From an optimization exercise on the open Yosys and OpenROAD flow, aimed at small area; shortcuts taken in it are not production practice.
Function was checked by simulation only, so behaviour that the tests miss may differ from the original.
Power and IR drop assume default switching activity.

## video_frontend
module video_frontend (
    input  logic         PCLK_i,
    input  logic         rst_n_i,
    input  logic [7:0]   r_i,
    input  logic [7:0]   g_i,
    input  logic [7:0]   b_i,
    input  logic         hs_i,
    input  logic         vs_i,
    input  logic         hsync_pol_i,
    input  logic         vsync_pol_i,
    input  logic         csc_enable_i,
    input  logic         csc_std_i,
    input  logic [11:0]  h_total_i,
    input  logic [11:0]  h_active_i,
    input  logic [11:0]  h_synclen_i,
    input  logic [11:0]  h_backporch_i,
    input  logic [10:0]  v_active_i,
    input  logic [10:0]  v_synclen_i,
    input  logic [10:0]  v_backporch_i,
    output logic [7:0]   r_o,
    output logic [7:0]   g_o,
    output logic [7:0]   b_o,
    output logic         hsync_o,
    output logic         vsync_o,
    output logic         de_o,
    output logic [10:0]  xpos_o,
    output logic [10:0]  ypos_o,
    output logic [10:0]  lines_total_o,
    output logic         frame_change_o
);
Size in the first run: roughly 1200 cells after synthesis, ~13000 µm² of cells after synthesis.
export LEC_CHECK = 0
export CAP_MARGIN = 20
export CORE_MARGIN = 2
export CORE_UTILIZATION = 70
export GPL_TIMING_DRIVEN = 0
export SLEW_MARGIN = 20
create_clock -name core_clock -period 6.0 [get_ports {PCLK_i}]
standard.sh (not shown) runs the stock make flow with config.mk's settings and CLKGATE_MAP_FILE= SYNTH_SCRIPT=/design/flow/synth_recipe.tcl, a recipe that flattens the netlist after the stock synthesis.
==> flow/flow/run.sh <==
#!/bin/bash
# The standard layout (the standard.sh) with these changes:
# - after the standard synthesis, flow/polfix.py rebuilds full adders whose outputs only
#   feed inverters on the complements of their inputs (FA(~a,~b,~c) = ~FA(a,b,c)), which
#   drops those inverters; then flow/reabc.ys maps the combinational cells other than the
#   full adders (half adders included) again with ABC (flow/reabc.ys), and
#   polfix.py runs once more.
#   Registers, their names and cell types stay as the standard synthesis made them;
# - the port buffers are the smallest buffer cell;
# - clock tree synthesis uses clkbuf_4 in clusters of 10 sinks, without dummy loads.
# Logs: make_synth.log, polfix1.log, reabc.log, polfix2.log, make.log here, each
# tool's own in orfs/logs.
set -euo pipefail
KNOBS=("BUFFER_PORTS_ARGS=-buffer_cell sky130_fd_sc_hd__buf_1"
       "CTS_ARGS=-sink_clustering_enable -repair_clock_nets -dont_use_dummy_load -buf_list sky130_fd_sc_hd__clkbuf_4 -sink_clustering_size 10 -sink_clustering_max_diameter 50")
bash standard.sh "${KNOBS[@]}" synth > make_synth.log 2>&1
R=orfs/results/sky130hd/video_frontend/base
L=orfs/logs/sky130hd/video_frontend/base
LIB="$FLOW_HOME/platforms/sky130hd/lib/sky130_fd_sc_hd__tt_025C_1v80.lib"
YOSYS=$(command -v yosys || echo "$FLOW_HOME/../tools/install/yosys/bin/yosys")
DONTUSE=$(grep -o -- '-dont_use [^ ]*' "$L/1_2_yosys.log" | sort -u | tr '\n' ' ')
cp "$R/1_2_yosys.v" "$R/1_2_yosys.std.v"
python3 flow/polfix.py "$R/1_2_yosys.std.v" "$R/1_2_yosys.pol1.v" > polfix1.log 2>&1
sed -e "s|@LIB@|$LIB|g" -e "s|@DONTUSE@|$DONTUSE|" -e "s|@IN@|$R/1_2_yosys.pol1.v|" \
    -e "s|@OUT@|$R/1_2_yosys.reabc.v|" flow/reabc.ys > reabc_run.ys
"$YOSYS" -s reabc_run.ys > reabc.log 2>&1
python3 flow/polfix.py "$R/1_2_yosys.reabc.v" "$R/1_2_yosys.pol2.v" > polfix2.log 2>&1
cp "$R/1_2_yosys.pol2.v" "$R/1_2_yosys.v"
rm -f "$R/1_synth.odb" "$R/1_synth.sdc"
bash standard.sh "${KNOBS[@]}" finish > make.log 2>&1
==> flow/flow/reabc.ys <==
# Remaps the standard synthesis's combinational logic with ABC: Yosys's default script
# for a liberty, with more area-recovery rounds in the mapper and a second mapping pass.
# Flip-flops, full adders and tie cells stay as they are (blackboxes); every other cell,
# half adders included, is flattened into its function and mapped again.
# run.sh fills in @LIB@, @DONTUSE@, @IN@ and @OUT@.
read_liberty -ignore_miss_func @LIB@
read_verilog @IN@
hierarchy -top video_frontend
blackbox sky130_fd_sc_hd__df* sky130_fd_sc_hd__sdf* sky130_fd_sc_hd__edf* sky130_fd_sc_hd__fa_* sky130_fd_sc_hd__conb_*
flatten
opt_clean
rename -hide w:_*.*
opt_clean -purge
abc -liberty @LIB@ @DONTUSE@ -script +strash;&get,-n;&fraig,-x;&put;scorr;dc2;dretime;strash;&get,-n;&dch,-f;&nf,-R,1000;&put;strash;&get,-n;&dch,-f;&nf,-R,1000;&put
opt_clean -purge
splitnets
opt_clean -purge
stat -liberty @LIB@
write_verilog -noattr -nohex -nodec @OUT@
Other scripts of this flow, unchanged in this note and not shown: flow/flow/polfix.py
The starting point passed the timing, DRC and antenna checks.
==> next run, changes <==
--- a/flow/flow/run.sh
+++ b/flow/flow/run.sh
@@ -5,3 +5,3 @@
 #   drops those inverters; then flow/reabc.ys maps the combinational cells other than the
-#   full adders (half adders included) again with ABC (flow/reabc.ys), and
+#   full adders (half adders included) again with Yosys's default ABC script, and
 #   polfix.py runs once more.
==> flow/flow/reabc.ys (replaced) <==
# Remaps the standard synthesis's combinational logic with Yosys's default ABC
# script for a liberty. Flip-flops, full adders and tie cells stay as they are
# (blackboxes); every other cell, half adders included, is flattened into its function and mapped again.
# run.sh fills in @LIB@, @DONTUSE@, @IN@ and @OUT@.
read_liberty -ignore_miss_func @LIB@
read_verilog @IN@
hierarchy -top video_frontend
blackbox sky130_fd_sc_hd__df* sky130_fd_sc_hd__sdf* sky130_fd_sc_hd__edf* sky130_fd_sc_hd__fa_* sky130_fd_sc_hd__conb_*
flatten
opt_clean
rename -hide w:_*.*
opt_clean -purge
abc -liberty @LIB@ @DONTUSE@ -D 6000
opt_clean -purge
splitnets
opt_clean -purge
stat -liberty @LIB@
write_verilog -noattr -nohex -nodec @OUT@
CORE_UTILIZATION = 40   (was 70)
Outcome:
- worst hold slack loses 0.036 ns
- fmax came out lower by 0.62%
- die area came out higher by 75%
- total power came out lower by 0.64%
- global-route usage came out lower by 10 points
==> next run, changes <==
--- a/flow/flow/run.sh
+++ b/flow/flow/run.sh
@@ -5,3 +5,3 @@
 #   drops those inverters; then flow/reabc.ys maps the combinational cells other than the
-#   full adders (half adders included) again with Yosys's default ABC script, and
+#   full adders (half adders included) again with ABC (flow/reabc.ys), and
 #   polfix.py runs once more.
==> flow/flow/reabc.ys (replaced) <==
# Remaps the standard synthesis's combinational logic with ABC: Yosys's default script
# for a liberty, with more area-recovery rounds in the mapper and a second mapping pass.
# Flip-flops, full adders and tie cells stay as they are (blackboxes); every other cell,
# half adders included, is flattened into its function and mapped again.
# run.sh fills in @LIB@, @DONTUSE@, @IN@ and @OUT@.
read_liberty -ignore_miss_func @LIB@
read_verilog @IN@
hierarchy -top video_frontend
blackbox sky130_fd_sc_hd__df* sky130_fd_sc_hd__sdf* sky130_fd_sc_hd__edf* sky130_fd_sc_hd__fa_* sky130_fd_sc_hd__conb_*
flatten
opt_clean
rename -hide w:_*.*
opt_clean -purge
abc -liberty @LIB@ @DONTUSE@ -script +strash;&get,-n;&fraig,-x;&put;scorr;dc2;dretime;strash;&get,-n;&dch,-f;&nf,-R,1000;&put;strash;&get,-n;&dch,-f;&nf,-R,1000;&put
opt_clean -purge
splitnets
opt_clean -purge
stat -liberty @LIB@
write_verilog -noattr -nohex -nodec @OUT@
Result:
- synthesized cell count fell slightly
- synthesized area fell slightly
- design area fell slightly
- die area fell slightly
- combinational power is about the same
- routed wire length fell by a few percent
- worst hold slack barely changes
- setup slack gets better by 0.064 ns
- via count fell slightly
- register-to-register slack gets better by 0.06 ns
==> next run, changes <==
--- a/flow/flow/run.sh
+++ b/flow/flow/run.sh
@@ -14,3 +14,3 @@
 KNOBS=("BUFFER_PORTS_ARGS=-buffer_cell sky130_fd_sc_hd__buf_1"
-       "CTS_ARGS=-sink_clustering_enable -repair_clock_nets -dont_use_dummy_load -buf_list sky130_fd_sc_hd__clkbuf_4 -sink_clustering_size 10 -sink_clustering_max_diameter 50")
+       "CTS_ARGS=-sink_clustering_enable -repair_clock_nets -dont_use_dummy_load -buf_list {sky130_fd_sc_hd__clkbuf_2 sky130_fd_sc_hd__clkbuf_4 sky130_fd_sc_hd__clkbuf_8} -sink_clustering_size 12 -sink_clustering_max_diameter 50")
 bash standard.sh "${KNOBS[@]}" synth > make_synth.log 2>&1
After rerunning: Setup slack gets worse by 0.099 ns; final area rises by 1.5%; routed wire length is higher by 0.76%; core utilization climbs by 0.71 points; worst hold slack barely changes.

* * *

Another version of the RTL of video_frontend (not shown whole).
Size: about 1,500 cells after synthesis, ~290 flip-flops, about 170 I/O pins, roughly 15,000 sq um of cells after synthesis.
Design video_frontend, start of the top module:
module video_frontend (
    input  logic         PCLK_i,
    input  logic         rst_n_i,
    input  logic [7:0]   r_i,
    input  logic [7:0]   g_i,
    input  logic [7:0]   b_i,
    input  logic         hs_i,
    input  logic         vs_i,
    input  logic         hsync_pol_i,
    input  logic         vsync_pol_i,
    input  logic         csc_enable_i,
    input  logic         csc_std_i,
    input  logic [11:0]  h_total_i,
    input  logic [11:0]  h_active_i,
    input  logic [11:0]  h_synclen_i,
    input  logic [11:0]  h_backporch_i,
    input  logic [10:0]  v_active_i,
    input  logic [10:0]  v_synclen_i,
    input  logic [10:0]  v_backporch_i,
    output logic [7:0]   r_o,
    output logic [7:0]   g_o,
    output logic [7:0]   b_o,
    output logic         hsync_o,
    output logic         vsync_o,
    output logic         de_o,
    output logic [10:0]  xpos_o,
    output logic [10:0]  ypos_o,
    output logic [10:0]  lines_total_o,
    output logic         frame_change_o
);
Settings: LEC_CHECK=0, CAP_MARGIN=20, CORE_MARGIN=2, CORE_UTILIZATION=40, SLEW_MARGIN=20; clock period 6.0 ns.
==> flow/flow/run.sh <==
#!/bin/bash
# The standard layout (the standard.sh: standard synthesis, floorplan, power grid,
# placement, CTS, routing) with two changes: the port buffers are the smallest buffer
# cell, and clock tree synthesis uses its own buffer list and sink clusters, without
# dummy loads. Each tool's output is in orfs/logs, make's in make.log.
set -euo pipefail
bash standard.sh \
  "BUFFER_PORTS_ARGS=-buffer_cell sky130_fd_sc_hd__buf_1" \
  "CTS_ARGS=-sink_clustering_enable -repair_clock_nets -dont_use_dummy_load -buf_list sky130_fd_sc_hd__clkbuf_16 -sink_clustering_size 30 -sink_clustering_max_diameter 80" \
  finish > make.log 2>&1
The first run completed without violations.
Rerun with:
--- a/flow/flow/run.sh
+++ b/flow/flow/run.sh
@@ -7,4 +7,4 @@
 bash standard.sh \
   "BUFFER_PORTS_ARGS=-buffer_cell sky130_fd_sc_hd__buf_1" \
-  "CTS_ARGS=-sink_clustering_enable -repair_clock_nets -dont_use_dummy_load -buf_list sky130_fd_sc_hd__clkbuf_16 -sink_clustering_size 30 -sink_clustering_max_diameter 80" \
+  "CTS_ARGS=-sink_clustering_enable -repair_clock_nets -dont_use_dummy_load -buf_list sky130_fd_sc_hd__clkbuf_8 -sink_clustering_size 16 -sink_clustering_max_diameter 60" \
   finish > make.log 2>&1
Critical path depth does not change. Area after synthesis stays the same. First-iteration DRC count shrinks by a little under a tenth. Worst setup slack gets better by 23 ps. Flip-flop and latch count is unchanged. Final cell count grows slightly. Die area is unchanged. Core utilization shrinks by 0.42 points. Hold slack gets worse by 8.8 ps. Clock-buffer cell count grows by 10.
Rerun with:
GPL_TIMING_DRIVEN = 0   (was unset)
=> The new run went through all stages and came out clean. Global-route usage barely changes. Power shrinks by 1.8%. Flip-flop and latch count does not change. Non-clock buffer count shrinks by 52.

==> what the ideal ports hide <==
Ports are ideal in the flow. The routed layouts listed here were re-timed in OpenROAD.
Step 1, drivers: a clkbuf_16 drives PCLK_i and a buf_2 each remaining input, both assumed.
Step 2 times the ports against the registers' clock, not the clock port: input delays grow and output delays shrink by t, the midpoint of the rising clock arrivals with the driver on.
Slacks: ideal ports / drivers / drivers and shift; pairs: ideal ports / drivers.
| run | t, ns | slack for setup (ns) | slew at the worst register clock pin (ns) | cell pins on the clock port's net |
|---|---|---|---|---|
| the first run of note 1 | 0.661 | 0.330 / 0.330 / -0.266 | 0.11 / 0.11 | 1 |
| the second run of note 1 | 0.644 | 0.295 / 0.295 / -0.029 | 0.11 / 0.11 | 1 |
| the third run of note 1 | 0.648 | 0.358 / 0.362 / -0.263 | 0.11 / 0.11 | 1 |
| the fourth run of note 1 | 0.559 | 0.260 / 0.288 / -0.271 | 0.08 / 0.08 | 1 |
| the first run of note 2 | 0.562 | 0.255 / 0.281 / -0.281 | 0.10 / 0.10 | 1 |
| the second run of note 2 | 0.633 | 0.278 / 0.305 / -0.329 | 0.09 / 0.09 | 1 |
| the third run of note 2 | 0.629 | 0.111 / 0.140 / -0.489 | 0.11 / 0.11 | 1 |
With both steps, setup timing fails in every run listed, where it was met with ideal ports. For the third run of note 1, which loses most, drivers alone change the setup slack by +0.004 ns; drivers and shift together by -0.621 ns.
